From an optimization exercise on the open Yosys and OpenROAD flow, aimed at small area, a short achievable clock period and few clock cycles per item; shortcuts taken in it are not production practice. In this exercise RTL edits were held to simulation tests only and were not proved equivalent to the original. Power is estimated from default activity; no workload was simulated.

## flow/config.mk

```make
export PLATFORM = sky130hd
export DESIGN_NAME = matrix_mem_sequencer
export DESIGN_NICKNAME = matrix_mem_sequencer
export VERILOG_FILES = /design/flow/design.v
export SDC_FILE = /design/flow/constraint.sdc
export NUM_CORES = 4
export LEC_CHECK = 0
export CAP_MARGIN = 20
export CORE_AREA = 3 3 297 297
export DIE_AREA = 0 0 300 300
export SETUP_SLACK_MARGIN = 1.5
export SLEW_MARGIN = 20
```

## flow/constraint.sdc

```tcl
create_clock -name core_clock -period 3.5 [get_ports {clk}]
set_input_delay 0.7000 -clock core_clock [delete_from_list [all_inputs] [get_ports {clk}]]
set_output_delay 0.7000 -clock core_clock [all_outputs]
set_load 0.01 [all_outputs]
```

## flow/design.v

```verilog
module matrix_mem_sequencer #(
  parameter int ADDR_W = 8,
  parameter int DATA_W = 256,
  parameter int RD_LAT = 2
) (
  input  logic              clk,
  input  logic              rst,
  input  logic              start,
  input  logic [ADDR_W-1:0] addr_a,
  input  logic [ADDR_W-1:0] addr_b,
  input  logic [ADDR_W-1:0] addr_c,
  output logic              busy,
  output logic              done,
  output logic [ADDR_W-1:0] ram_addr,
  output logic              ram_wren,
  output logic [DATA_W-1:0] ram_wdata,
  input  logic [DATA_W-1:0] ram_rdata,
  output logic [DATA_W-1:0] mat_a,
  output logic [DATA_W-1:0] mat_b,
  input  logic [DATA_W-1:0] mat_c
);
  localparam int DEPTH = 4;
  logic [ADDR_W-1:0] q_a   [DEPTH];
  logic [ADDR_W-1:0] q_b   [DEPTH];
  logic [ADDR_W-1:0] q_c   [DEPTH];
  logic [DEPTH-1:0]  q_v;
  logic [DEPTH-1:0]  q_ra;    
  logic [DEPTH-1:0]  q_rb;    
  logic [DEPTH-1:0]  q_ab;    
  logic [DEPTH-1:0]  q_fb;    
  logic [DEPTH-1:0]  q_h1b;   
  logic [DEPTH-1:0]  q_h2a;   
  logic [DEPTH-1:0]  q_h2b;   
  logic [DEPTH-1:0]  q_t1, q_t2, q_t3;
  logic [ADDR_W-1:0] r_lc1, r_lc2;    
  logic              r_lv1, r_lv2;
  logic              r_eval;          
  logic              r_busy;
  logic              r_done;
  logic              r_wren;
  logic [ADDR_W-1:0] r_addr;
  logic              p0_da, p0_db, p1_da, p1_db, p2_da, p2_db;
  logic              sa_c, sa_r, sb_c, sb_r;
  logic [DATA_W-1:0] r_a, r_b;
  logic [DEPTH-1:0] q_rem;
  assign q_rem = q_ra | q_rb;
  logic rd0, rd1, rd2, isa1, isa2, rdb1, rdb2, rd_en, rd_isa, rd_ab;
  assign isa1 = q_ra[1] && !q_t3[0];
  assign rdb1 = q_rb[1] && !q_h1b[1];
  assign isa2 = q_ra[2] && !q_t2[0] && !q_t3[1] && !q_h2a[2];
  assign rdb2 = q_rb[2] && !q_t3[0] && !q_h2b[2];
  assign rd0  = !r_eval && q_v[0] && q_rem[0];
  assign rd1  = !r_eval && q_v[1] && !q_rem[0] && (isa1 || rdb1);
  assign rd2  = !r_eval && q_v[2] && !q_rem[0] && !q_rem[1] && (isa2 || rdb2);
  assign rd_en  = rd0 || rd1 || rd2;
  assign rd_isa = (rd0 && q_ra[0]) || (rd1 && isa1) || (rd2 && isa2);
  assign rd_ab  = (rd0 && q_ra[0] && q_ab[0]) || (rd1 && isa1 && q_ab[1]) ||
                  (rd2 && isa2 && q_ab[2]);
  logic [ADDR_W-1:0] nx_addr;
  always_comb begin
    if (r_eval)        nx_addr = q_c[0];
    else if (q_rem[0]) nx_addr = q_ra[0] ? q_a[0] : q_b[0];
    else if (q_rem[1]) nx_addr = isa1 ? q_a[1] : q_b[1];
    else               nx_addr = isa2 ? q_a[2] : q_b[2];
  end
  logic             acc;
  logic [DEPTH-1:0] s_v, s_ra, s_rb, s_t1, s_t2, s_t3;   
  logic [DEPTH-1:0] slot_new;                           
  logic             n_fa, n_fb, n_ab, n_h2a, n_h2b;
  always_comb begin
    for (int i = 0; i < DEPTH; i++) begin
      if (i + 1 < DEPTH) begin
        s_v[i]  = r_eval ? q_v[i+1]  : q_v[i];
        s_ra[i] = r_eval ? q_ra[i+1] : q_ra[i];
        s_rb[i] = r_eval ? q_rb[i+1] : q_rb[i];
        s_t1[i] = r_eval ? q_t1[i+1] : q_t1[i];
        s_t2[i] = r_eval ? q_t2[i+1] : q_t2[i];
        s_t3[i] = r_eval ? q_t3[i+1] : q_t3[i];
      end else begin
        s_v[i]  = !r_eval && q_v[i];
        s_ra[i] = !r_eval && q_ra[i];
        s_rb[i] = !r_eval && q_rb[i];
        s_t1[i] = !r_eval && q_t1[i];
        s_t2[i] = !r_eval && q_t2[i];
        s_t3[i] = !r_eval && q_t3[i];
      end
    end
    for (int i = 0; i < DEPTH; i++)
      slot_new[i] = !s_v[i] && (i == 0 || s_v[(i == 0) ? 0 : i-1]);
  end
  assign acc   = start && !r_busy;
  assign n_fa  = r_lv1 && (addr_a == r_lc1);
  assign n_fb  = r_lv1 && (addr_b == r_lc1);
  assign n_ab  = (addr_a == addr_b);
  assign n_h2a = r_lv2 && (addr_a == r_lc2);
  assign n_h2b = r_lv2 && (addr_b == r_lc2);
  logic n_near;
  assign n_near = !s_v[1];
  logic e_next;
  assign e_next = r_eval ? (q_v[1] && !q_rem[1] && !q_t2[1])
                         : (q_v[0] && !q_rem[0] && !q_t2[0]);
  logic [DEPTH-1:0] n_v, n_ra, n_rb, n_t1, n_t2, n_t3, iss;
  always_comb begin
    iss = {1'b0, rd2, rd1, rd0};
    for (int i = 0; i < DEPTH; i++) begin
      n_v[i]  = s_v[i] || (acc && slot_new[i]);
      n_ra[i] = (acc && slot_new[i]) ? !n_fa : (s_ra[i] && !(iss[i] && rd_isa));
      n_rb[i] = (acc && slot_new[i]) ? (!(n_fb && !n_near) && !(n_ab && !n_fa))
                                     : (s_rb[i] && !(iss[i] && !rd_isa));
      n_t3[i] = iss[i];
      n_t2[i] = iss[i] || s_t3[i];
      n_t1[i] = iss[i] || s_t2[i];
    end
  end
  always_ff @(posedge clk) begin
    if (!rst) begin
      q_v    <= '0;
      q_ra   <= '0;
      q_rb   <= '0;
      q_t1   <= '0;
      q_t2   <= '0;
      q_t3   <= '0;
      r_lv1  <= 1'b0;
      r_lv2  <= 1'b0;
      r_eval <= 1'b0;
      r_busy <= 1'b0;
      r_done <= 1'b0;
      r_wren <= 1'b0;
      p0_da  <= 1'b0; p0_db <= 1'b0;
      p1_da  <= 1'b0; p1_db <= 1'b0;
      p2_da  <= 1'b0; p2_db <= 1'b0;
      sa_c   <= 1'b0; sa_r  <= 1'b0;
      sb_c   <= 1'b0; sb_r  <= 1'b0;
    end else begin
      q_v    <= n_v;
      q_ra   <= n_ra;
      q_rb   <= n_rb;
      q_t1   <= n_t1;
      q_t2   <= n_t2;
      q_t3   <= n_t3;
      if (acc) begin
        r_lv1 <= 1'b1;
        r_lv2 <= r_lv1;
      end
      r_eval <= e_next;
      r_busy <= n_v[DEPTH-1];
      r_done <= r_eval;
      r_wren <= r_eval;
      p0_da  <= rd_en && rd_isa;
      p0_db  <= rd_en && (!rd_isa || rd_ab);
      p1_da  <= p0_da; p1_db <= p0_db;
      p2_da  <= p1_da; p2_db <= p1_db;
      sa_c   <= e_next;
      sa_r   <= p1_da;
      sb_c   <= e_next && (r_eval ? (q_v[2] && q_fb[2]) : (q_v[1] && q_fb[1]));
      sb_r   <= p1_db;
    end
  end
  always_ff @(posedge clk) begin
    if (acc) begin
      r_lc1 <= addr_c;
      r_lc2 <= r_lc1;
    end
    for (int i = 0; i < DEPTH; i++) begin
      if (acc && slot_new[i]) begin
        q_a[i]   <= addr_a;
        q_b[i]   <= addr_b;
        q_c[i]   <= addr_c;
        q_ab[i]  <= n_ab && !n_fa;
        q_fb[i]  <= n_fb && !n_near;
        q_h1b[i] <= n_fb && n_near;
        q_h2a[i] <= n_h2a;
        q_h2b[i] <= n_h2b;
      end else if (r_eval) begin
        if (i + 1 < DEPTH) begin
          q_a[i]   <= q_a[i+1];
          q_b[i]   <= q_b[i+1];
          q_c[i]   <= q_c[i+1];
          q_ab[i]  <= q_ab[i+1];
          q_fb[i]  <= q_fb[i+1];
          q_h1b[i] <= q_h1b[i+1];
          q_h2a[i] <= q_h2a[i+1];
          q_h2b[i] <= q_h2b[i+1];
        end else begin
          q_fb[i]  <= 1'b0;
        end
      end
    end
    r_addr <= nx_addr;
  end
  always_ff @(posedge clk) begin
    if (sa_c)      r_a <= mat_c;
    else if (sa_r) r_a <= ram_rdata;
    if (sb_c)      r_b <= mat_c;
    else if (sb_r) r_b <= ram_rdata;
  end
  assign busy      = r_busy;
  assign done      = r_done;
  assign ram_addr  = r_addr;
  assign ram_wren  = r_wren;
  assign ram_wdata = r_a;
  assign mat_a     = r_a;
  assign mat_b     = r_b;
endmodule
```

## flow/flow/run.sh

```bash
#!/bin/bash
# Standard ORFS layout with small port buffers (buf_1 on inputs, buf_2 on
# outputs) and the five datapath pins of each bit placed side by side.
# make's full output goes to standard_flow.log; each ORFS step also keeps its
# own log under orfs/logs.
set -euo pipefail
W=$(pwd)
export PRE_GLOBAL_PLACE_TCL=$W/flow/bufports.tcl
export POST_GLOBAL_PLACE_TCL=$W/flow/unbuf.tcl
export BUFFER_PORTS_ARGS="-outputs -buffer_cell sky130_fd_sc_hd__buf_2"
args="-min_distance 1 -min_distance_in_tracks"
for i in $(seq 0 255); do
  args="$args -group_pins {mat_c[$i] ram_rdata[$i] mat_a[$i] ram_wdata[$i] mat_b[$i]}"
done
export PLACE_PINS_ARGS="$args"
bash standard.sh > $W/standard_flow.log 2>&1
```

## flow/flow/bufports.tcl

```tcl
# Input ports get a small buffer here; the standard flow's buffer_ports call (BUFFER_PORTS_ARGS)
# buffers the outputs. dont_touch keeps remove_buffers from taking the input
# buffers out again before placement.
buffer_ports -inputs -buffer_cell sky130_fd_sc_hd__buf_1
foreach inst [get_cells input*] { set_dont_touch $inst }
```

## flow/flow/unbuf.tcl

```tcl
# The input buffers were dont_touch only to survive remove_buffers; clear it
# so later steps treat them like any cell, and tie their supply pins with the
# platform's global connections.
foreach inst [get_cells input*] { unset_dont_touch $inst }
global_connect
```

## flow/standard.sh

```bash
#!/bin/bash
# synth_recipe.tcl (not shown) runs the flow's synth.tcl, then flattens the netlist and writes it again
# the make line also repeats each setting of config.mk as NAME=value (left out here)
make -C /OpenROAD-flow-scripts/flow DESIGN_CONFIG=/design/flow/config.mk WORK_HOME=/design/flow/orfs CLKGATE_MAP_FILE= SYNTH_SCRIPT=/design/flow/synth_recipe.tcl "${@:-finish}"
```

==> run notes, run 1 <==
- After detailed routing, the number of vias per cell comes to 4.96.
- The layout overhead on the synthesized area is 27.3%.
- Counting both buffers and inverters, the worst setup path holds a total of 1.
- The clock insertion delay at the later pin of the skew report is 640 ps.
- The number of synthesized flops with an enable pin is 638.
- The gate count of the mapped netlist is approximately 1900.
- The max-capacitance violation count is 0.
- After detailed routing, the number of remaining DRC violations is 0.
- The highest net fanout along the worst path is 2.
- The flip-flop and latch count after synthesis is between 600 and 700.
- The number of H-tree levels is 3.
- The final critical delay including setup and external delays is slightly above 2000 ps.
- After clock tree synthesis, the clock-pin slew on the worst setup and hold paths is about 60 ps.
- Counting along the longest clock path gives a buffer depth of 3.
- By instance count, the leading cell after synthesis is edfxtp_1.
- Summed over all layers, the global routing overflow is 0.
- The half-perimeter wire length of the detailed placement result is 76.5 mm.
- The max-slew violation count is 0.
- The area share of the largest cell type after synthesis is 0.624.
- The via count is around 21000.
- The initial antenna violation count is 66.
- The overall die area is 90000 sq um.
- In this run the vertical extent of the chip is approximately 300 microns.
- The clock net sink count is 674.
- Derived from the worst setup path, the maximum achievable clock frequency is 493 MHz.
- The post-route clock skew is 29.6 ps.
- Power spread over the standard cell area amounts to 511 nW/um^2.
- The total wirelength of the detailed-routed design is between 100 and 150 mm.
- The endpoint class of the critical path is an output pin.
- In the synthesized netlist the async set-or-reset flop fraction comes to 0.
- The number of distinct library cells after synthesis is 54.
- Setup repair after global routing could not meet its margin everywhere.
- Counting instances in the post-synthesis netlist gives the leading cell types as 638 x edfxtp_1, 565 x mux2_2, 267 x buf_4, 93 x nand2_1, 70 x buf_2.
- The top-level I/O count is 1318.
- The area taken by flip-flops and latches is about 20000 sq um.
- The TritonCTS buffer count is 78.
- The final count of hold timing violations was 0.
- The longest individual stage delay on the worst path is 500 ps.
- The ratio of cells with drive above 1 in the final layout is 0.500.
- Synthesis produced a netlist with a net count of ~2500.
- The biggest area contributor in the post-synthesis netlist is edfxtp_1.
- The worst endpoint required time is around 2800 ps.
- The largest vdd supply drop is approximately 0.57 mV.
- The primary flip-flop cell chosen by synthesis mapping is edfxtp_1.
- During synthesis, Yosys emitted a total of 4 warnings.
- The total negative slack for setup checks is 0 ps.
- The first-pass GRT wire length is about 140 mm.
- The clock root buffer is clkbuf_16.
- The actual transition at the worst max-transition pin is around 760 ps.
- Traced cell by cell, the critical path runs through buf_2.
- Grouping stages by cell kind, the critical path spends the most delay in flip-flops.
- Dividing the detail-routed wire length by the instance count gives around 24 microns.
- Measured against its own limit, the worst slew margin works out to 0.493.
- The cell area that synthesis handed to floorplanning was between 30000 and 40000 sq um.
- After the last flow step, the layout net total stands at roughly 3600.
- The port buffer count is 1316.
- The run finished with no timing, DRC or antenna violations.
- The first routing iteration left approximately 1300 violations.
- In the post-synthesis netlist, the biggest area contributors are edfxtp_1 62%, mux2_2 21%, buf_4 6.5%.
- The via count of the first global-routing pass is a little under 20000.
- The kind of critical path is register to output pin.
- The data arrival at the endpoint of the critical path is approximately 1300 ps.
- The slowest cell on the critical path is edfxtp_1.
- The total leakage power is ~14 nW.
- The final clock period utilization by the worst path is 0.579.
- The detail route stage leaves a number of antenna-violating nets equal to 0.
- The region available for standard cell placement spans 85400 sq um.
- A synthesized cell averages about 16 sq um.
- The width of the die is approximately 300 microns.
- Hold is met by around 200 ps.
- Entering global routing, the biggest net connects 70 pins.
- The worst setup path is launched from a register.
- The share of the yosys chip area belonging to registers is 0.648.
- The floorplan has around 110 rows.
- TritonCTS built the clock tree.
- The global-route usage over all layers is 0.212.
- Before antenna repair, the detailed router went through 5 iterations.
- For this configuration, the core starts out at a cell density of 0.359.
- Setup violations remaining at the end of the flow were counted as 0.
- The worst min-delay path category is primary input to register.
- In the final layout, the multi-input gates occupy 8460 sq um.
- The layout has ~7900 filler cells.
## metrics by stage
step | utilization | worst slack, ps | power [W] | cells | area, sq um
global route | 0.457 | 1450 | 0.0207 | 4284 | 39100
detailed placement | 0.423 | 741 | 0.0122 | 4062 | 36100
floorplan | - | 486 | 0.0113 | 1922 | 30800
CTS | 0.455 | 1390 | 0.0202 | 4217 | 38800
finish | 0.458 | 1470 | 0.0200 | 4293 | 39100
global placement | 0.423 | 763 | 0.0122 | 4062 | 36100
## worst paths after layout
path | end | cells after the start | startpoint | slack [ps]
worst max-delay path | ram_wdata[128] | 1 | r_a[128]$_DFFE_PP_ | 1470
worst min-delay path | q_v[2]$_SDFF_PN0_ | 1 | rst | 200
worst max register to register | q_a[1][0]$_DFFE_PP_ | 5 | r_eval$_SDFF_PN0_ | 1610
worst min register to register | p1_da$_SDFF_PN0_ | 1 | p0_da$_SDFF_PN0_ | 430
## flip-flops by register name, indices dropped and copies added (netlist names), 3 cells and up
signal  count
q_v         3
r_b       256
q_b        32
r_lc2       8
q_ab        4
q_fb        3
q_ra        4
q_a        32
q_h1b       3
q_c        32
q_rb        4
r_lc1       8
r_a       256
r_addr      8
q_t3        3
## repair_timing
action                                  in CTS  in global routing
resized for setup                           13                  6
setup buffers                                5                  3
endpoints found under the setup margin     989                275
pin swaps                                    2                  2
gates cloned                                 7                  0
hold buffers                                 0                  0
## layout make-up
cell class,instances,area share
antenna,73,0.00467
clock buffer,98,0.0532
clock inverter,45,0.00983
inverter,3,0.000640
multi-input combinational,891,0.216
sequential,674,0.509
tap,1144,0.0366
timing repair buffer,1365,0.170
## kinds of logic after synthesis
family / after synthesis / synth area share
xor gates and xnor gates: 40 / 0.0114
muxes: 588 / 0.215
and+or+nand+nor: 187 / 0.0308
AOI/OAI and AO/OA: 71 / 0.0154
buffers and inverters: 362 / 0.0798
DFF: 674 / 0.648
## layout by cell type (no fill, tap or decap), types with 19 or more instances in the layout
cell type	count
edfxtp_1	638
a21oi_1	28
diode_2	73
buf_4	25
dfxtp_1	33
nand2_1	93
mux2_2	565
buf_1	535
mux2i_1	19
xnor2_1	33
clkbuf_16	78
buf_2	779
## layer usage
layer,share of wire,GRT usage,routed length [microns]
met1,0.35,0.236,36200
met4,0.10,0.209,10400
met3,0.081,0.0521,8280
met2,0.46,0.326,47500
met5,0.00011,0,11
## power by group
| part | switching (W) | internal (W) |
|---|---|---|
| logic | 0.00132 | 0.00112 |
| clock network | 0.00342 | 0.00443 |
| registers | 0.000254 | 0.00943 |
Testbench counts, summed over its fixed seeds: cycles 8,227, items 3,200.
==> inputs of run 2 (changes only) <==
==> flow/flow/run.sh (replaced) <==
#!/bin/bash
# Standard ORFS layout with small port buffers (buf_1 on inputs and on
# outputs) and the five datapath pins of each bit placed side by side.
# make's full output goes to standard_flow.log; each ORFS step also keeps its
# own log under orfs/logs.
set -euo pipefail
W=$(pwd)
export PRE_GLOBAL_PLACE_TCL=$W/flow/bufports.tcl
export POST_GLOBAL_PLACE_TCL=$W/flow/unbuf.tcl
export BUFFER_PORTS_ARGS="-outputs -buffer_cell sky130_fd_sc_hd__buf_1"
args="-min_distance 1 -min_distance_in_tracks"
for i in $(seq 0 255); do
  args="$args -group_pins {mat_c[$i] ram_rdata[$i] mat_a[$i] ram_wdata[$i] mat_b[$i]}"
done
export PLACE_PINS_ARGS="$args"
bash standard.sh > $W/standard_flow.log 2>&1
--- a/flow/config.mk
+++ b/flow/config.mk
@@ -6,7 +6,7 @@
 export NUM_CORES = 4
 export LEC_CHECK = 0
 export CAP_MARGIN = 20
-export CORE_AREA = 3 3 297 297
-export DIE_AREA = 0 0 300 300
+export CORE_AREA = 3 3 317 317
+export DIE_AREA = 0 0 320 320
 export SETUP_SLACK_MARGIN = 1.5
 export SLEW_MARGIN = 20
==> run 2 against run 1 <==
  * Sequential share of layout area grew 1.4 points
  * Final area shrank 2.7%
  * Sequential power is essentially flat
  * Maximum frequency grew 2.8%
  * Global-route usage shrank 4.5 points
  * Cell count grew 2.3%
  * Synthesized cell count is the same
  * Clock power grew 2%
  * First-iteration DRC count shrank 5.9%
  * Clock skew shrank 10 ps
  * Critical path type unchanged
  * Highest routed layer is now met4
==> run notes, run 2 <==
- The area of the mapped netlist is 30700 sq um (unchanged).
- The share of the yosys chip area belonging to registers is 0.648 (unchanged).
- The maximum clock insertion buffer count is 3 (unchanged).
- The floorplan row count is 114 (+6.5%).
- The final count of hold timing violations is 0 (unchanged).
- The number of synthesized flops with an enable pin is 638 (unchanged).
- The largest net degree at the start of global routing is 139 (+99%).
- The post-route clock skew came to 19.5 ps (-10.1 ps).
- The width of the die is 320 microns (+6.7%).
- The share of flip-flops with an asynchronous set or reset is 0 (unchanged).
- The worst min-delay path category is primary input to register.
- The worst reg-to-reg setup slack is 1540 ps (-70 ps).
- The number of vias per cell after detailed routing was 4.76 (-4.0%).
- The overall die area came to 102000 sq um (+14%).
- The total wirelength of the detailed-routed design was 93.3 mm (-8.9%).
- The area share of the largest cell type after synthesis is 0.624 (unchanged).
- The total of hold buffers inserted after clock tree synthesis came to 0 (unchanged).
- The library cell with the highest instance count after synthesis is edfxtp_1.
- The clock net sink count is 674 (unchanged).
- Walking the worst path, the cells encountered are buf_1.
- The number of DRC violations after detailed-routing iteration 0 is 1261 (-5.9%).
- The number of nets in the synthesized netlist is 2461 (unchanged).
- The total iterations of the first detailed-routing run is 6 (+1).
- The sort of element at the start of the critical path is a register.
- The max-slew violation count was 0 (unchanged).
- In the final layout, the registers with the most flip-flops are r_a (256), r_b (256).
- In the layout the commonest cells are 1309 x buf_1, 638 x edfxtp_1, 565 x mux2_2, 93 x nand2_1, 81 x clkbuf_16.
- The remaining design rule violation count is 0 (unchanged).
- The remaining global-route overflow is 0 (unchanged).
- The initial antenna violation count is 54 (-18%).
- The data arrival at the endpoint of the critical path is 1270 ps (-60 ps).
- In the synthesized netlist, the cells that appear most often are 638 x edfxtp_1, 565 x mux2_2, 267 x buf_4, 93 x nand2_1, 70 x buf_2.
- The max-slew headroom at the worst pin came to 0.364 (-0.129).
- The biggest area contributor in the post-synthesis netlist is edfxtp_1.
- The actual transition at the worst max-transition pin is 954 ps (+194 ps).
- The yosys synthesis warning count came to 4 (unchanged).
- The longest individual stage delay on the worst path is 480 ps (-20 ps).
- The highest net fanout along the worst path is 2 (unchanged).
- The clock root buffer is clkbuf_16.
- The total negative slack for setup checks is 0 ps (unchanged).
- The most frequent standard cell in the layout excluding fill and tap cells is buf_1.
- The gate count of the mapped netlist is 1922 (unchanged).
- The number of distinct library cells after synthesis is 54 (unchanged).
- The flip-flop and latch count after synthesis is 674 (unchanged).
- For this run, the leading register cell type out of synthesis is edfxtp_1.
- The top-level I/O count is 1318 (unchanged).
- The first-pass GRT wire length is 128 mm (-8.5%).
- The maximum clock rate came to 507 MHz (+2.8%).
- The worst endpoint required time is 2800 ps (about the same).
- The number of buffer and inverter instances along the worst setup path was 1 (unchanged).
- The number of H-tree levels is 3 (unchanged).
- The half-perimeter wire length of the detailed placement result is 66.4 mm (-13%).
- The largest vdd supply drop was 0.388 mV (-32%).
- The final clock period utilization by the worst path was 0.563 (-0.0157).
- Setup repair after global routing could not meet its margin everywhere.
- The via count of the first global-routing pass is 19800 (-0.066%).
- The clock-pin slew reported for the worst setup and hold paths after clock tree synthesis is 70 ps (about the same).
- The minimum hold slack is 206 ps (+4.13 ps).
- The power density normalized to cell area was 525 nW/um^2 (+2.8%).
- The layout overhead on the synthesized area is 23.9%.
- The ratio of cells with drive above 1 in the final layout is 0.243 (-0.257).
- The vertical die dimension is 320 microns (+6.7%).
- The TritonCTS buffer count is 78 (unchanged).
- The remaining antenna violation count after routing is 0 (unchanged).
- The mean instance size in the synthesized netlist is 16.0 sq um (unchanged).
- The number of nets in the layout is 3538 (-0.39%).
- The filler cell count came to 9287 (+17%).
- The port buffer count is 1316 (unchanged).
- The via count was 20900 (-1.8%).
- The clock insertion delay at the later pin of the skew report was 620 ps (-20 ps).
- The starting utilization of the core area is 0.316 (-0.0438).
- Broken down by cell family, the worst path's largest delay share belongs to flip-flops.
- The max-capacitance violation count came to 0 (unchanged).
- Among all stages on the critical path, the largest delay is contributed by edfxtp_1.
- The routed length per instance is 21.2 microns (-11%).
- STA classifies the critical path endpoint as an output pin.
- The flow ran to the end and the layout has no timing, DRC or antenna violations.
- TritonCTS built the clock tree.
- The placeable core region is 97300 sq um (+14%).
- The kind of critical path is register to output pin.
- The sum of internal, switching and leakage power is 0.0200 W (about the same).
- By area the synthesized netlist is led by edfxtp_1 62%, mux2_2 21%, buf_4 6.5%.
- The global-route usage over all layers came to 0.166 (-0.0454).
- The total leakage power is 12.0 nW (-16%).
- The setup-violating endpoint count in the final report was 0 (unchanged).
- The final critical delay including setup and external delays is 1970 ps (-55.1 ps).
## run 2: cells by family (layout without fill, tap and decap cells)
family	Yosys count	after routing	synth area share
flops	674	674	0.648
mux	588	588	0.215
buf+inv	362	1497	0.0798
simple gates	187	190	0.0308
compound gates	71	71	0.0154
xor+xnor	40	40	0.0114
other cells	0	56	0
## run 2: metrics by stage
step | std cells | area (sq um) | worst slack, ps | utilization
finish | 4392 | 38000 | 1530 | 0.391
floorplan | 1922 | 30800 | 486 | -
global placement | 4185 | 35200 | 1060 | 0.362
CTS | 4331 | 37800 | 1450 | 0.389
global route | 4390 | 38000 | 1470 | 0.391
detailed placement | 4185 | 35200 | 1030 | 0.362
## run 2: final timing paths
| kind | to | startpoint | cells past startpoint |
|---|---|---|---|
| worst max-delay path | ram_wdata[57] | r_a[57]$_DFFE_PP_ | 1 |
| worst min-delay path | r_busy$_SDFF_PN0_ | rst | 1 |
| worst max register to register | r_a[156]$_DFFE_PP_ | r_eval$_SDFF_PN0_ | 2 |
| worst min register to register | p1_db$_SDFF_PN0_ | p0_db$_SDFF_PN0_ | 1 |
## run 2: area by class of cell
class                           instances  area (sq um)  share of cell area
Clock buffer                          101          2120              0.0558
Multi-Input combinational cell        889          8430               0.222
Clock inverter                         40           373             0.00981
Antenna cell                           56           140             0.00369
Timing Repair Buffer                 1353          5450               0.143
Tap cell                             1276          1600              0.0420
Sequential cell                       674         19900               0.523
Inverter                                3          16.3            0.000428
## run 2: report_power, final
group | internal, W | total [W] | switching (W)
registers | 0.00943 | 0.00969 | 0.000259
logic | 0.000990 | 0.00228 | 0.00129
clock network | 0.00473 | 0.00800 | 0.00328
## run 2: what timing repair did
item                                    CTS  global route
cloned                                    2             2
setup buffers                             3             3
gates resized for setup                   9            12
pin swaps                                 0             3
endpoints found under the setup margin  441           170
hold endpoints to repair                  0             0
## run 2: routing by layer
metal,track usage,up-vias,part of all wire
li1,-,9165,-
met1,0.172,10000,0.34
met2,0.273,1262,0.49
met3,0.0470,440,0.077
met4,0.153,0,0.093
met5,0,-,0
==> inputs of run 3 (changes only) <==
--- a/flow/flow/run.sh
+++ b/flow/flow/run.sh
@@ -13,4 +13,5 @@
   args="$args -group_pins {mat_c[$i] ram_rdata[$i] mat_a[$i] ram_wdata[$i] mat_b[$i]}"
 done
 export PLACE_PINS_ARGS="$args"
+export CTS_ARGS="-repair_clock_nets"
 bash standard.sh > $W/standard_flow.log 2>&1
==> run 3 against run 2 <==
  * Still clean
  * Cell count shrank 0.30%
  * Synthesized cell count is the same
  * Sequential cell count is the same
  * Worst setup slack lost 19 ps
  * Die area is the same
  * Clock power grew 1%
  * Core utilization grew 0.14 points
  * Largest cell class unchanged
==> run notes, run 3 <==
- The flow ran to the end and the layout has no timing, DRC or antenna violations.
- The remaining antenna violation count after routing is 0 (unchanged).
- The width of the die is 320 microns (unchanged).
- The max-slew headroom at the worst pin is 0.335 (-0.0288).
- The routed length per instance came to 21.4 microns (+0.69%).
- The layout overhead on the synthesized area is 24.3%.
- The mean instance size in the synthesized netlist is 16.0 sq um (unchanged).
- The total negative slack for setup checks is 0 ps (unchanged).
- The share of the yosys chip area belonging to registers is 0.648 (unchanged).
- The final critical delay including setup and external delays was 1990 ps (+18.8 ps).
- The worst hold path belongs to the class primary input to register.
- The floorplan row count is 114 (unchanged).
- The root buffer cell chosen for the clock tree is clkbuf_16.
- The worst endpoint required time was 3890 ps (+1090 ps).
- The global-route usage over all layers came to 0.168 (+0.00201).
- The critical path is of the register to register type.
- The largest registers in the layout are r_a (256), r_b (256).
- The data arrival at the endpoint of the critical path is 2380 ps (+1110 ps).
- The library cell used most frequently in the layout, excluding fill and tap cells, is buf_1.
- The remaining global-route overflow is 0 (unchanged).
- The number of vias per cell after detailed routing is 4.77 (+0.10%).
- The total leakage power is 12.3 nW (+2.2%).
- The commonest cells after synthesis are 638 x edfxtp_1, 565 x mux2_2, 267 x buf_4, 93 x nand2_1, 70 x buf_2.
- The area share of the largest cell type after synthesis was 0.624 (unchanged).
- STA classifies the critical path startpoint as a register.
- The initial antenna violation count is 51 (-5.6%).
- The filler cell count is 9277 (-0.11%).
- The final clock period utilization by the worst path is 0.569 (+0.00537).
- The post-route clock skew is 33.7 ps (+14.2 ps).
- The half-perimeter wire length of the detailed placement result is 66.4 mm (unchanged).
- The total of hold buffers inserted after clock tree synthesis is 0 (unchanged).
- The cell count after placement is 4185 (unchanged).
- The CTS tree is built.
- By area the synthesized netlist is led by edfxtp_1 62%, mux2_2 21%, buf_4 6.5%.
- The startpoint of the most critical hold path is rst.
- The area of the mapped netlist is 30700 sq um (unchanged).
- Setup repair after global routing could not meet its margin everywhere.
- The ratio of cells with drive above 1 in the final layout is 0.280 (+0.0371).
- The number of synthesized flops with an enable pin came to 638 (unchanged).
- The origin of the worst setup path is r_eval$_SDFF_PN0_.
- The number of DRC violations after detailed-routing iteration 0 was 1463 (+16%).
- The cell accounting for the most synthesized area is edfxtp_1.
- In the post-synthesis netlist, the cell with the most instances is edfxtp_1.
- The gate count of the mapped netlist is 1922 (unchanged).
- The TritonCTS buffer count came to 81 (+3.8%).
- The port buffer count came to 1316 (unchanged).
- The placeable core region is 97300 sq um (unchanged).
- The via count is 20900 (-0.20%).
- The largest vdd supply drop came to 0.361 mV (-6.9%).
- The clock-pin slew reported for the worst setup and hold paths after clock tree synthesis came to 80 ps (about the same).
- The number of distinct library cells after synthesis is 54 (unchanged).
- The remaining design rule violation count is 0 (unchanged).
- The endpoint class of the critical path is a register.
- The total iterations of the first detailed-routing run is 5 (-1).
- The maximum clock rate is 502 MHz (-0.94%).
- The share of flip-flops with an asynchronous set or reset is 0 (unchanged).
- The power density normalized to cell area came to 526 nW/um^2 (+0.24%).
- The vertical die dimension was 320 microns (unchanged).
- The overall die area was 102000 sq um (unchanged).
- The number of H-tree levels was 6 (+3).
- The top cell types in the final layout, fill and taps aside, are 1219 x buf_1, 638 x edfxtp_1, 565 x mux2_2, 93 x nand2_1, 92 x clkbuf_2.
- The top-level I/O count came to 1318 (unchanged).
- The total wirelength of the detailed-routed design came to 93.7 mm (+0.39%).
- The starting utilization of the core area is 0.316 (unchanged).
- The flip-flop and latch count after synthesis is 674 (unchanged).
- The number of cells in the finished layout apart from fillers came to 4379 (-0.30%).
- The max-capacitance violation count is 0 (unchanged).
- The first-pass GRT wire length is 128 mm (+0.49%).
- The maximum clock insertion buffer count came to 3 (unchanged).
- The max-slew violation count came to 0 (unchanged).
- The final count of hold timing violations was 0 (unchanged).
- The worst reg2reg path startpoint is r_eval$_SDFF_PN0_.
- The yosys synthesis warning count came to 4 (unchanged).
- The via count of the first global-routing pass came to 19700 (-0.48%).
- The highest net fanout along the worst path came to 138 (+136).
- The number of nets in the synthesized netlist was 2461 (unchanged).
- The primary flip-flop cell chosen by synthesis mapping is edfxtp_1.
- The number of nets in the layout is 3544 (+0.17%).
- The setup-violating endpoint count in the final report is 0 (unchanged).
- The actual transition at the worst max-transition pin is 997 ps (+43.2 ps).
- The clock insertion delay at the later pin of the skew report is 660 ps (+40 ps).
- The clock net sink count is 674 (unchanged).
- The largest net degree at the start of global routing is 140 (+0.72%).
[run 3: cell counts after synthesis]
Identical to the previous run, type by type.
[run 3: area by class of cell]
type / count / area (sq um) / area share
diodes: 52 / 130 / 0.00341
clock buffers: 86 / 2050 / 0.0536
clock inverters: 43 / 464 / 0.0122
inverters: 3 / 16.3 / 0.000426
multi-input cells: 889 / 8430 / 0.221
flip-flops and latches: 674 / 19900 / 0.521
well taps: 1276 / 1600 / 0.0419
repair buffers: 1356 / 5570 / 0.146
[run 3: what timing repair did]
item                                    in CTS  in global routing
gates resized for setup                     14                 97
buffers inserted                             1                  8
pin swaps                                    2                  1
gates cloned                                 3                  1
endpoints found under the setup margin     558                300
[run 3: cell families (layout without fill, tap and decap cells)]
logic type             count (synthesis)  count (layout)  share of synthesized area
flip-flops                           674             674                      0.648
XOR/XNOR                              40              40                     0.0114
AND/OR/NAND/NOR                      187             190                     0.0308
other                                  0              52                          0
multiplexers                         588             588                      0.215
AO/OA/AOI/OAI                         71              71                     0.0154
buffers and inverters                362            1488                     0.0798
[run 3: critical path, stage by stage (launching register included)]
cell and delay (ps):
dfxtp_4 460, buf_12 540, mux2_2 420
[run 3: power breakdown]
part,internal (W),total (W),switching (W)
clock,0.00472,0.00811,0.00340
combinational,0.00100,0.00230,0.00129
sequential,0.00942,0.00968,0.000257
total,0.0151,0.0201,0.00495
[run 3: final timing paths]
path / to / slack, ps / cells after the start
setup / recovery: r_a[63]$_DFFE_PP_ / 1510 / 2
hold reg to reg: p1_db$_SDFF_PN0_ / 400 / 1
hold / removal: r_lv1$_SDFFE_PN0P_ / 160 / 1
setup reg to reg: r_a[63]$_DFFE_PP_ / 1510 / 2
[run 3: metal layers]
| layer | global-route usage | vias up | wire, microns |
|---|---|---|---|
| li1 | - | 9144 | - |
| met5 | 0 | - | 0 |
| met2 | 0.277 | 1244 | 46100 |
| met1 | 0.179 | 10100 | 33000 |
| met3 | 0.0444 | 400 | 6850 |
| met4 | 0.147 | 0 | 7730 |
[run 3: through the flow]
| step | utilization | power [W] | setup slack (ps) | cell area [sq um] | hold WS [ps] |
|---|---|---|---|---|---|
| finish | 0.392 | 0.0201 | 1510 | 38100 | 162 |
| global route | 0.392 | 0.0208 | 1440 | 38100 | 116 |
| floorplan | - | 0.0113 | 486 | 30800 | 412 |
| detailed placement | 0.362 | 0.0121 | 1030 | 35200 | 422 |
| CTS | 0.388 | 0.0203 | 1420 | 37800 | 94.8 |
| global placement | 0.362 | 0.0121 | 1060 | 35200 | 423 |
==> inputs of run 4 (changes only) <==
--- a/flow/flow/run.sh
+++ b/flow/flow/run.sh
@@ -13,5 +13,5 @@
   args="$args -group_pins {mat_c[$i] ram_rdata[$i] mat_a[$i] ram_wdata[$i] mat_b[$i]}"
 done
 export PLACE_PINS_ARGS="$args"
-export CTS_ARGS="-repair_clock_nets"
+export CTS_ARGS="-sink_clustering_enable -repair_clock_nets -sink_clustering_size 30 -sink_clustering_max_diameter 120 -balance_levels"
 bash standard.sh > $W/standard_flow.log 2>&1
==> run 4 against run 3 <==
  * Non-clock buffer count fell by 3
  * Sequential share of layout area rose by 2.2 points
  * First-iteration DRC count fell by 2.1%
  * Critical path type is now register to output pin
  * Critical endpoint is now mat_a[70]
  * Largest cell class unchanged
  * Highest routed layer is now met5
==> run notes, run 4 <==
- The sort of element at the start of the critical path is a register.
- The power density normalized to cell area is 444 nW/um^2 (-16%).
- On the critical path the largest part of the delay comes from flip-flops.
- The top-level I/O count is 1318 (unchanged).
- The cell count after placement is 4185 (unchanged).
- The power share of the combinational group came to 0.141 (+0.027).
- The worst setup margin is 1510 ps (-0.690 ps).
- The largest vdd supply drop is 0.369 mV (+2.3%).
- The post-route clock skew is 24.7 ps (-9.05 ps).
- The filler cell count is 9450 (+1.9%).
- The remaining antenna violation count after routing was 0 (unchanged).
- The max-slew headroom at the worst pin is 0.368 (+0.0332).
- The starting utilization of the core area is 0.316 (unchanged).
- The number of distinct library cells after synthesis is 54 (unchanged).
- The total of hold buffers inserted after clock tree synthesis was 0 (unchanged).
- The number of nets in the synthesized netlist is 2461 (unchanged).
- The yosys synthesis warning count is 4 (unchanged).
- The max-capacitance violation count came to 0 (unchanged).
- The via count was 20500 (-1.9%).
- In the layout the commonest cells are 1175 x buf_1, 638 x edfxtp_1, 565 x mux2_2, 139 x clkbuf_2, 93 x nand2_1.
- The sum of internal, switching and leakage power is 0.0162 W (-19%).
- The routed length per instance is 21.6 microns (+0.75%).
- The remaining global-route overflow is 0 (unchanged).
- The vertical die dimension is 320 microns (unchanged).
- The data arrival at the endpoint of the critical path is 1290 ps (-1090 ps).
- The highest net fanout along the worst path is 2 (-99%).
- The number of cells in the finished layout apart from fillers is 4286 (-2.1%).
- The largest net degree at the start of global routing is 139 (-0.71%).
- The total wirelength of the detailed-routed design is 92.4 mm (-1.4%).
- After synthesis, the cell types taking the most area are edfxtp_1 62%, mux2_2 21%, buf_4 6.5%.
- The placed standard-cell area was 35200 sq um (unchanged).
- The number of buffer and inverter instances along the worst setup path is 1 (unchanged).
- Ranked by instance count, the synthesized netlist is headed by 638 x edfxtp_1, 565 x mux2_2, 267 x buf_4, 93 x nand2_1, 70 x buf_2.
- The TritonCTS buffer count is 29 (-64%).
- The number of vias per cell after detailed routing came to 4.78 (+0.21%).
- The port buffer count is 1316 (unchanged).
- The post-route cell area was 36600 sq um (-4.1%).
- The final critical delay including setup and external delays is 1990 ps (+0.690 ps).
- The share of flip-flops with an asynchronous set or reset is 0 (unchanged).
- The clock insertion delay at the later pin of the skew report came to 630 ps (-30 ps).
- The switching share of power was 0.258 (+0.0117).
- The final count of hold timing violations is 0 (unchanged).
- The relative contribution of the clock network to total power is 0.263 (-0.141).
- The primary flip-flop cell chosen by synthesis mapping is edfxtp_1.
- The mean instance size in the synthesized netlist is 16.0 sq um (unchanged).
- The actual transition at the worst max-transition pin came to 947 ps (-49.8 ps).
- The library cell used most frequently in the layout, excluding fill and tap cells, is buf_1.
- The total internal power came to 0.0120 W (-20%).
- The longest individual stage delay on the worst path is 490 ps (-50 ps).
- The number of nets in the layout is 3489 (-1.6%).
- The width of the die is 320 microns (unchanged).
- The flow ran to the end and the layout has no timing, DRC or antenna violations.
- The critical path goes through buf_1.
- The clock net sink count is 674 (unchanged).
- The share of the yosys chip area belonging to registers is 0.648 (unchanged).
- The switching power summed over all nets is 0.00419 W (-15%).
- The half-perimeter wire length of the detailed placement result is 66.4 mm (unchanged).
- The worst setup path is captured at an output pin.
- The max-slew violation count is 0 (unchanged).
- The number of H-tree levels is 1 (-5).
- The floorplan row count came to 114 (unchanged).
- The slowest cell on the critical path is edfxtp_1.
- The flip-flop and latch count after synthesis is 674 (unchanged).
- The setup-violating endpoint count in the final report is 0 (unchanged).
- The first-pass GRT wire length is 125 mm (-2.3%).
- The total iterations of the first detailed-routing run is 5 (unchanged).
- The number of DRC violations after detailed-routing iteration 0 is 1432 (-2.1%).
- The placement-stage worst setup slack is 1030 ps (unchanged).
- The number of synthesized flops with an enable pin is 638 (unchanged).
- Setup repair after global routing could not meet its margin everywhere.
- The total negative slack for setup checks is 0 ps (unchanged).
- The final clock period utilization by the worst path is 0.569 (about the same).
- The area share of the largest cell type after synthesis is 0.624 (unchanged).
- The maximum clock rate is 502 MHz (about the same).
- Among all cell types in the netlist, the one instantiated most often is edfxtp_1.
- The ratio of cells with drive above 1 in the final layout is 0.273 (-0.00644).
- The remaining design rule violation count is 0 (unchanged).
- The overall die area was 102000 sq um (unchanged).
- The via count of the first global-routing pass is 19200 (-2.6%).
- The gate count of the mapped netlist came to 1922 (unchanged).
- The placeable core region is 97300 sq um (unchanged).
- The worst min-delay path category is primary input to register.
- The global-route usage over all layers was 0.161 (-0.00679).
- From synthesis to final layout, the design area changed by 19.2%.
- The clock root buffer is clkbuf_16.
- By startpoint and endpoint, the worst setup path is classified as register to output pin.
- The clock-pin slew reported for the worst setup and hold paths after clock tree synthesis is 120 ps (+40 ps).
- The cell accounting for the most synthesized area is edfxtp_1.
- The CTS tree is built.
- The largest registers in the layout are r_a (256), r_b (256).
- The area of the mapped netlist came to 30700 sq um (unchanged).
- The worst endpoint required time came to 2800 ps (-1090 ps).
- The maximum clock insertion buffer count was 3 (unchanged).
- The initial antenna violation count came to 47 (-7.8%).
- The total leakage power came to 11.6 nW (-5.3%).
- The sequential cell fraction of total power was 0.595 (+0.113).
==> run 4: worst reg2reg max path, cell delays in order, from the launching register on <==
cell,delay [ps]
dfxtp_4,520
buf_12,490
mux2_2,710
==> run 4: what timing repair did <==
action / CTS / global route
gates cloned: 2 / 2
resized for setup: 11 / 145
endpoints found under the setup margin: 408 / 305
pin swaps: 0 / 3
buffers inserted: 3 / 3
==> run 4: power groups by stage <==
stage | combinational, W | sequential (W) | clock [W]
5_1_grt | 0.00250 | 0.00971 | 0.00468
6_report | 0.00230 | 0.00967 | 0.00427
2_1_floorplan | 0.00142 | 0.00989 | 0
4_1_cts | 0.00228 | 0.00967 | 0.00443
3_3_place_gp | 0.00222 | 0.00985 | 0
3_5_place_dp | 0.00223 | 0.00985 | 0
==> run 4: layer usage <==
| layer | track usage | routed length (microns) | vias to the layer above |
|---|---|---|---|
| met3 | 0.0349 | 6640 | 409 |
| met5 | 0 | 12 | - |
| met2 | 0.273 | 45400 | 1201 |
| li1 | - | - | 8988 |
| met1 | 0.173 | 32200 | 9874 |
| met4 | 0.136 | 8100 | 2 |
==> run 4: per-stage QoR <==
step | utilization | hold WS [ps]
finish | 0.376 | 174
global route | 0.376 | 138
CTS | 0.372 | 122
detailed placement | 0.362 | 422
global placement | 0.362 | 423
floorplan | - | 412
==> run 4: cell type report <==
class / instances / area [sq um] / share of cell area
Multi-Input combinational cell: 889 / 8430 / 0.231
Inverter: 3 / 16.3 / 0.000445
Tap cell: 1276 / 1600 / 0.0437
Sequential cell: 674 / 19900 / 0.544
Timing Repair Buffer: 1353 / 5620 / 0.154
Clock buffer: 36 / 762 / 0.0208
Antenna cell: 48 / 120 / 0.00328
Clock inverter: 7 / 138 / 0.00376
==> run 4: cells by family after synthesis <==
group                  Yosys count  share of synthesized area
XOR/XNOR                        40                     0.0114
multiplexers                   588                      0.215
AND/OR/NAND/NOR                187                     0.0308
buffers and inverters          362                     0.0798
flip-flops                     674                      0.648
AO/OA/AOI/OAI                   71                     0.0154
==> run 4: path summary, 6_finish.rpt <==
kind	from	endpoint	slack, ps	depth (start not counted)
setup / recovery	r_a[70]$_DFFE_PP_	mat_a[70]	1510	1
hold / removal	rst	r_lv1$_SDFFE_PN0P_	170	1
setup reg to reg	sb_c$_SDFF_PN0_	r_b[63]$_DFFE_PP_	1520	2
hold reg to reg	p0_da$_SDFF_PN0_	p1_da$_SDFF_PN0_	440	1
==> inputs of run 5 (changes only) <==
--- a/flow/flow/run.sh
+++ b/flow/flow/run.sh
@@ -13,5 +13,5 @@
   args="$args -group_pins {mat_c[$i] ram_rdata[$i] mat_a[$i] ram_wdata[$i] mat_b[$i]}"
 done
 export PLACE_PINS_ARGS="$args"
-export CTS_ARGS="-sink_clustering_enable -repair_clock_nets -sink_clustering_size 30 -sink_clustering_max_diameter 120 -balance_levels"
+export CTS_ARGS="-sink_clustering_enable -repair_clock_nets -sink_clustering_size 25 -sink_clustering_max_diameter 100 -balance_levels"
 bash standard.sh > $W/standard_flow.log 2>&1
==> run 5 against run 4 <==
  * Hold slack better by 60 ps
  * Die area stayed put
  * Maximum frequency increased by 1.3%
  * Synthesized cell count unchanged
  * Sequential cell count did not move
  * Combinational power is essentially flat
  * Count of clock-buffer cells in the layout rose by 9
  * Still clean
  * Cell count up 0.51%
  * Wire length is 0.55% lower
  * Register-to-register slack about the same
  * Via count up 0.83%
==> run notes, run 5 <==
- The flow ran to the end and the layout has no timing, DRC or antenna violations.
- The remaining design rule violation count is 0 (unchanged).
- The post-route clock skew came to 34.0 ps (+9.33 ps).
- The total leakage power is 11.3 nW (-2.5%).
- The area share of the largest cell type after synthesis is 0.624 (unchanged).
- The power density normalized to cell area is 457 nW/um^2 (+3.0%).
- The via count was 20600 (+0.83%).
- The share of flip-flops with an asynchronous set or reset was 0 (unchanged).
- The worst setup path is of the register to register kind.
- The area of the mapped netlist is 30700 sq um (unchanged).
- The multi-input gate area in the final layout is 8430 sq um (about the same).
- The ratio of cells with drive above 1 in the final layout is 0.230 (-0.0433).
- The number of DRC violations after detailed-routing iteration 0 is 1395 (-2.6%).
- STA classifies the critical path endpoint as a register.
- The flip-flop and latch count after synthesis is 674 (unchanged).
- The total of hold buffers inserted after clock tree synthesis is 0 (unchanged).
- The library cell with the highest instance count after synthesis is edfxtp_1.
- The total negative slack for setup checks is 0 ps (unchanged).
- The number of nets in the synthesized netlist came to 2461 (unchanged).
- The highest net fanout along the worst path came to 130 (+128).
- The initial antenna violation count is 50 (+6.4%).
- The width of the die is 320 microns (unchanged).
- The largest net degree at the start of global routing is 140 (+0.72%).
- The max-slew violation count is 0 (unchanged).
- The vertical die dimension is 320 microns (unchanged).
- In the synthesized netlist the dominant register cell turns out to be edfxtp_1.
- The final critical delay including setup and external delays is 1970 ps (-26.2 ps).
- The actual transition at the worst max-transition pin came to 977 ps (+29.2 ps).
- The floorplan row count came to 114 (unchanged).
- The clock net sink count is 674 (unchanged).
- The worst min-delay path category is primary input to register.
- The filler cell count is 9423 (-0.29%).
- The clock insertion delay at the later pin of the skew report came to 600 ps (-30 ps).
- The library cell used most frequently in the layout, excluding fill and tap cells, is buf_1.
- Setup repair after global routing could not meet its margin everywhere.
- The remaining antenna violation count after routing is 0 (unchanged).
- The TritonCTS buffer count is 37 (+28%).
- The max-capacitance violation count came to 0 (unchanged).
- The maximum clock insertion buffer count is 3 (unchanged).
- The overall die area is 102000 sq um (unchanged).
- The data arrival at the endpoint of the critical path is 2300 ps (+1010 ps).
- The yosys synthesis warning count is 4 (unchanged).
- The number of H-tree levels is 2 (+1).
- The worst setup path is launched from a register.
- The worst endpoint required time came to 3840 ps (+1040 ps).
- The number of vias per cell after detailed routing came to 4.79 (+0.32%).
- The top-level I/O count is 1318 (unchanged).
- The total iterations of the first detailed-routing run came to 5 (unchanged).
- In the synthesized netlist, the cells that appear most often are 638 x edfxtp_1, 565 x mux2_2, 267 x buf_4, 93 x nand2_1, 70 x buf_2.
- Leaving out fill and tap cells, the most frequent cells in the layout are 1314 x buf_1, 638 x edfxtp_1, 565 x mux2_2, 93 x nand2_1, 39 x clkbuf_16.
- The global-route usage over all layers is 0.161 (-0.000164).
- The routed length per instance is 21.3 microns (-1.1%).
- By area the synthesized netlist is led by edfxtp_1 62%, mux2_2 21%, buf_4 6.5%.
- The mean instance size in the synthesized netlist came to 16.0 sq um (unchanged).
- The number of nets in the layout is 3499 (+0.29%).
- The half-perimeter wire length of the detailed placement result is 66.4 mm (unchanged).
- The starting utilization of the core area is 0.316 (unchanged).
- The first-pass GRT wire length was 125 mm (-0.43%).
- The tree is rooted in a clkbuf_16.
- The max-slew headroom at the worst pin was 0.349 (-0.0195).
- The largest vdd supply drop was 0.499 mV (+35%).
- The setup-violating endpoint count in the final report was 0 (unchanged).
- The total wirelength of the detailed-routed design is 91.9 mm (-0.55%).
- The cell accounting for the most synthesized area is edfxtp_1.
- The number of distinct library cells after synthesis is 54 (unchanged).
- The via count of the first global-routing pass is 19400 (+0.80%).
- The number of synthesized flops with an enable pin came to 638 (unchanged).
- The largest registers in the layout are r_a (256), r_b (256).
- The share of the yosys chip area belonging to registers is 0.648 (unchanged).
- The maximum clock rate is 509 MHz (+1.3%).
- The remaining global-route overflow is 0 (unchanged).
- The minimum hold slack is 234 ps (+59.5 ps).
- The area taken by flip-flops and latches is 19900 sq um (unchanged).
- The layout overhead on the synthesized area is 19.5%.
- The placeable core region is 97300 sq um (unchanged).
- The port buffer count is 1316 (unchanged).
- The CTS tree is built.
- The final count of hold timing violations was 0 (unchanged).
- The clock-pin slew reported for the worst setup and hold paths after clock tree synthesis is 100 ps (-20 ps).
- The gate count of the mapped netlist came to 1922 (unchanged).
- The final clock period utilization by the worst path came to 0.562 (-0.00749).
[run 5: cell counts after synthesis]
Identical to the previous run, type by type.
[run 5: area by class of cell]
class,instances,share of cell area
Antenna cell,52,0.00355
Sequential cell,674,0.542
Clock buffer,45,0.0267
Tap cell,1276,0.0435
Multi-Input combinational cell,889,0.230
Timing Repair Buffer,1355,0.149
Clock inverter,14,0.00461
Inverter,3,0.000444
[run 5: kinds of logic (layout without fill, tap and decap cells)]
logic type | after synthesis | count (layout) | synth area share
AO/OA/AOI/OAI | 71 | 71 | 0.0154
other | 0 | 52 | 0
multiplexers | 588 | 588 | 0.215
XOR/XNOR | 40 | 40 | 0.0114
AND/OR/NAND/NOR | 187 | 190 | 0.0308
flip-flops | 674 | 674 | 0.648
buffers and inverters | 362 | 1417 | 0.0798
[run 5: metal layers]
layer  vias up  routed length, microns  global-route usage
met5         -                      12                   0
met4         2                    8420               0.142
met3       432                    6650              0.0366
met2      1238                   44900               0.271
met1      9931                   31900               0.171
li1       9041                       -                   -
[run 5: critical path, stage by stage, from the launching register on]
cell and delay (ps):
dfxtp_4 510, buf_12 480, mux2_2 420
[run 5: what timing repair did]
action                     4_1_cts  5_1_grt
hold endpoints to repair         0        0
cloned                           1        3
pin swaps                        0        2
setup endpoints to repair      360      291
setup buffers                    1        7
resized for setup                9        9
[run 5: final timing paths]
| path | startpoint | to | slack, ps | cells past startpoint |
|---|---|---|---|---|
| setup / recovery | sb_c$_SDFF_PN0_ | r_b[163]$_DFFE_PP_ | 1530 | 2 |
| hold / removal | rst | q_ra[2]$_SDFF_PN0_ | 230 | 1 |
| setup reg to reg | sb_c$_SDFF_PN0_ | r_b[163]$_DFFE_PP_ | 1530 | 2 |
| hold reg to reg | p0_da$_SDFF_PN0_ | p1_da$_SDFF_PN0_ | 440 | 1 |
[run 5: through the flow]
| stage | cell area [sq um] | std cells | utilization | total power, W | setup slack (ps) |
|---|---|---|---|---|---|
| floorplan | 30800 | 1922 | - | 0.0113 | 486 |
| global placement | 35200 | 4185 | 0.362 | 0.0121 | 1060 |
| detailed placement | 35200 | 4185 | 0.362 | 0.0121 | 1030 |
| CTS | 36400 | 4246 | 0.374 | 0.0169 | 1430 |
| global route | 36700 | 4305 | 0.377 | 0.0174 | 1490 |
| finish | 36700 | 4308 | 0.377 | 0.0168 | 1530 |
[run 5: report_power, final]
group / leakage (nW) / total, W / switching [W] / internal [W]
combinational: 4.66 / 0.00227 / 0.00128 / 0.000991
sequential: 6.11 / 0.00967 / 0.000259 / 0.00941
clock: 0.549 / 0.00482 / 0.00273 / 0.00209
==> inputs of run 6 (changes only) <==
--- a/flow/flow/run.sh
+++ b/flow/flow/run.sh
@@ -13,5 +13,5 @@
   args="$args -group_pins {mat_c[$i] ram_rdata[$i] mat_a[$i] ram_wdata[$i] mat_b[$i]}"
 done
 export PLACE_PINS_ARGS="$args"
-export CTS_ARGS="-sink_clustering_enable -repair_clock_nets -sink_clustering_size 25 -sink_clustering_max_diameter 100 -balance_levels"
+export CTS_ARGS="-sink_clustering_enable -repair_clock_nets -sink_clustering_size 22 -sink_clustering_max_diameter 80 -balance_levels"
 bash standard.sh > $W/standard_flow.log 2>&1
==> run 6 against run 5 <==
  * Sequential power barely moved
  * Clock skew shrank 9.9 ps
  * Die area unchanged
  * Hold slack got worse by 21 ps
  * Final area grew 0.30%
  * Worst setup slack better by 14 ps
  * Critical path depth fell by 1
  * Wire length barely moved
  * Sequential cell count unchanged
  * Core utilization up 0.11 points
  * Global-route usage grew 0.24 points
  * Still clean on timing, DRC and antenna
==> run notes, run 6 <==
- The flip-flop and latch count after synthesis came to 674 (unchanged).
- The number of DRC violations after detailed-routing iteration 0 is 1276 (-8.5%).
- The data arrival at the endpoint of the critical path was 1250 ps (-1050 ps).
- The sort of element at the start of the critical path is a register.
- The placed standard-cell area is 35200 sq um (unchanged).
- The worst min-delay path category is primary input to register.
- The total leakage power is 11.4 nW (+0.47%).
- The sum of internal, switching and leakage power is 0.0171 W (+2.0%).
- The sequential cell fraction of total power is 0.565 (-0.012).
- The total internal power is 0.0127 W (+2.0%).
- The number of nets in the synthesized netlist is 2461 (unchanged).
- The first-pass GRT wire length is 126 mm (+0.94%).
- The share of the yosys chip area belonging to registers came to 0.648 (unchanged).
- The remaining global-route overflow came to 0 (unchanged).
- The setup-violating endpoint count in the final report came to 0 (unchanged).
- The tree is rooted in a clkbuf_16.
- The most common cell in the synthesized netlist is edfxtp_1.
- The vertical die dimension came to 320 microns (unchanged).
- The post-route clock skew is 24.0 ps (-9.95 ps).
- The startpoint of the most critical hold path is rst.
- The clock net sink count is 674 (unchanged).
- The max-slew violation count was 0 (unchanged).
- The most frequent standard cell in the layout excluding fill and tap cells is buf_1.
- The number of cells in the finished layout apart from fillers is 4313 (+0.12%).
- The power density normalized to cell area is 465 nW/um^2 (+1.7%).
- The mean instance size in the synthesized netlist is 16.0 sq um (unchanged).
- The switching power summed over all nets is 0.00437 W (+2.2%).
- The floorplan row count is 114 (unchanged).
- The half-perimeter wire length of the detailed placement result is 66.4 mm (unchanged).
- The origin of the worst setup path is r_a[70]$_DFFE_PP_.
- The layout overhead on the synthesized area is 19.8%.
- The via count is 20600 (-0.097%).
- The post-route cell area is 36800 sq um (+0.30%).
- In the layout the commonest cells are 1312 x buf_1, 638 x edfxtp_1, 565 x mux2_2, 93 x nand2_1, 43 x clkbuf_16.
- The final clock period utilization by the worst path came to 0.557 (-0.00408).
- In the final layout, the registers with the most flip-flops are r_a (256), r_b (256).
- The largest vdd supply drop came to 0.391 mV (-22%).
- The TritonCTS buffer count is 42 (+14%).
- The remaining antenna violation count after routing was 0 (unchanged).
- The number of buffer and inverter instances along the worst setup path was 1 (unchanged).
- The gate family responsible for the most delay along the worst path is flip-flops.
- The max-slew headroom at the worst pin is 0.380 (+0.0308).
- The biggest area contributor in the post-synthesis netlist is edfxtp_1.
- The clock-pin slew reported for the worst setup and hold paths after clock tree synthesis was 90 ps (about the same).
- The remaining design rule violation count is 0 (unchanged).
- The maximum clock insertion buffer count is 3 (unchanged).
- The clock insertion delay at the later pin of the skew report is 610 ps (about the same).
- The initial antenna violation count is 52 (+4.0%).
- The number of vias per cell after detailed routing is 4.78 (-0.21%).
- The largest net degree at the start of global routing came to 139 (-0.71%).
- The relative contribution of the clock network to total power was 0.302 (+0.014).
- The routed length per instance is 21.3 microns (about the same).
- The critical path is of the register to output pin type.
- The maximum clock rate was 513 MHz (+0.73%).
- The switching share of power was 0.255 (+0.000379).
- The gate count of the mapped netlist came to 1922 (unchanged).
- The number of nets in the layout came to 3501 (+0.057%).
- The ratio of cells with drive above 1 in the final layout is 0.232 (+0.00229).
- The final count of hold timing violations is 0 (unchanged).
- The critical path goes through buf_1.
- TritonCTS built the clock tree.
- The width of the die is 320 microns (unchanged).
- The number of distinct library cells after synthesis is 54 (unchanged).
- The power share of the combinational group is 0.133 (-0.003).
- The endpoint class of the critical path is an output pin.
- Among all flip-flop cells after synthesis, the most frequent one is edfxtp_1.
- The via count of the first global-routing pass is 19400 (+0.26%).
- The worst endpoint required time was 2800 ps (-1040 ps).
- The total negative slack for setup checks came to 0 ps (unchanged).
- The highest net fanout along the worst path is 2 (-98%).
- The final critical delay including setup and external delays is 1950 ps (-14.3 ps).
- The max-capacitance violation count was 0 (unchanged).
- The number of H-tree levels came to 2 (unchanged).
- The cell count after placement came to 4185 (unchanged).
- The placeable core region is 97300 sq um (unchanged).
- The actual transition at the worst max-transition pin is 931 ps (-46.1 ps).
- The total iterations of the first detailed-routing run is 5 (unchanged).
- Ranked by total cell area, the synthesized netlist is headed by edfxtp_1 62%, mux2_2 21%, buf_4 6.5%.
- The overall die area was 102000 sq um (unchanged).
- The slowest stage of the critical path belongs to the cell edfxtp_1.
- Setup repair after global routing could not meet its margin everywhere.
- The longest individual stage delay on the worst path is 480 ps (-30 ps).
- The commonest cells after synthesis are 638 x edfxtp_1, 565 x mux2_2, 267 x buf_4, 93 x nand2_1, 70 x buf_2.
- The number of synthesized flops with an enable pin is 638 (unchanged).
- The port buffer count is 1316 (unchanged).
- The area share of the largest cell type after synthesis is 0.624 (unchanged).
- The worst reg2reg path startpoint is r_eval$_SDFF_PN0_.
- The top-level I/O count is 1318 (unchanged).
- The area of the mapped netlist is 30700 sq um (unchanged).
- The share of flip-flops with an asynchronous set or reset is 0 (unchanged).
- The total wirelength of the detailed-routed design is 91.9 mm (about the same).
- The global-route usage over all layers is 0.164 (+0.00238).
- The yosys synthesis warning count came to 4 (unchanged).
- The flow ran to the end and the layout has no timing, DRC or antenna violations.
- The starting utilization of the core area is 0.316 (unchanged).
- The total of hold buffers inserted after clock tree synthesis was 0 (unchanged).
-- run 6: layout make-up --
type,instances,area [sq um]
fill,9413,60500
sequential,674,19900
multi-input combinational,888,8420
timing repair buffer,1353,5450
tap,1276,1600
clock buffer,51,1110
clock inverter,16,166
antenna,52,130
inverter,3,16.3
-- run 6: logic make-up (layout without fill, tap and decap cells) --
family                 count (synthesis)  after routing  share of synthesized area
XOR/XNOR                              40             40                     0.0114
AND/OR/NAND/NOR                      187            189                     0.0308
AO/OA/AOI/OAI                         71             71                     0.0154
other                                  0             52                          0
multiplexers                         588            588                      0.215
buffers and inverters                362           1423                     0.0798
flip-flops                           674            674                      0.648
-- run 6: per-stage QoR --
stage / hold slack [ps] / setup slack [ps] / utilization
after global placement: 423 / 1060 / 0.362
final: 213 / 1550 / 0.378
after CTS: 149 / 1490 / 0.376
after global routing: 164 / 1480 / 0.378
after floorplan: 412 / 486 / -
after detailed placement: 422 / 1030 / 0.362
-- run 6: final timing paths --
check / to / slack (ps) / depth (start not counted)
setup / recovery: mat_a[70] / 1550 / 1
hold / removal: r_lv1$_SDFFE_PN0P_ / 210 / 1
setup reg to reg: r_a[161]$_DFFE_PP_ / 1580 / 2
hold reg to reg: p1_da$_SDFF_PN0_ / 440 / 1
-- run 6: per-layer routing --
metal	routed length (microns)	global-route usage	vias up
met5	11	0	-
met4	8390	0.148	2
met3	6630	0.0378	413
met2	44700	0.272	1199
met1	32300	0.174	9969
li1	-	-	9041
-- run 6: power groups by stage --
stage,Combinational (W),Clock (W),Sequential (W)
final,0.00228,0.00516,0.00966
after global routing,0.00247,0.00560,0.00970
after CTS,0.00228,0.00536,0.00966
after detailed placement,0.00223,0,0.00985
after global placement,0.00222,0,0.00985
after floorplan,0.00142,0,0.00989
-- run 6: what timing repair did --
action | 4_1_cts | 5_1_grt
pin swaps | 0 | 2
cloned | 2 | 1
setup endpoints to repair | 381 | 113
setup buffers | 3 | 3
gates resized for setup | 10 | 8

separate check: timing with driven ports:
No port has a modelled driver above. Below, the same layouts with a new extraction and two added sets of constraints.
Step 1: set_driving_cell puts a clkbuf_16 on clk and a buf_2 on each other input, an assumption about the parent block.
Step 2 also shifts input and output timing later by t, the mid clock arrival at the registers, as if the neighbouring blocks saw the same clock.
a / b / c = ideal ports / drivers / drivers and shift; a / b = the first two.
run | t, ns | slack for setup (ns) | worst hold slack (ns) | worst register clock-pin slew, ns | cell pins on the clock port's net
run 1 | 0.680 | 1.473 / 1.411 / 1.073 | 0.202 / 0.365 / 0.431 | 0.06 / 0.06 | 1
run 2 | 0.667 | 1.528 / 1.470 / 1.057 | 0.206 / 0.374 / 0.433 | 0.07 / 0.07 | 1
run 3 | 0.702 | 1.509 / 1.458 / 1.097 | 0.162 / 0.332 / 0.403 | 0.08 / 0.08 | 1
run 4 | 0.688 | 1.508 / 1.444 / 1.090 | 0.174 / 0.344 / 0.445 | 0.12 / 0.12 | 1
run 5 | 0.632 | 1.535 / 1.498 / 1.101 | 0.234 / 0.395 / 0.438 | 0.10 / 0.10 | 1
run 6 | 0.662 | 1.549 / 1.488 / 1.061 | 0.213 / 0.373 / 0.437 | 0.09 / 0.09 | 1
After both steps setup and hold are still met in every run listed. The setup slack of run 6, which loses most, moves by -0.061 ns with the drivers and by -0.488 ns with both steps.
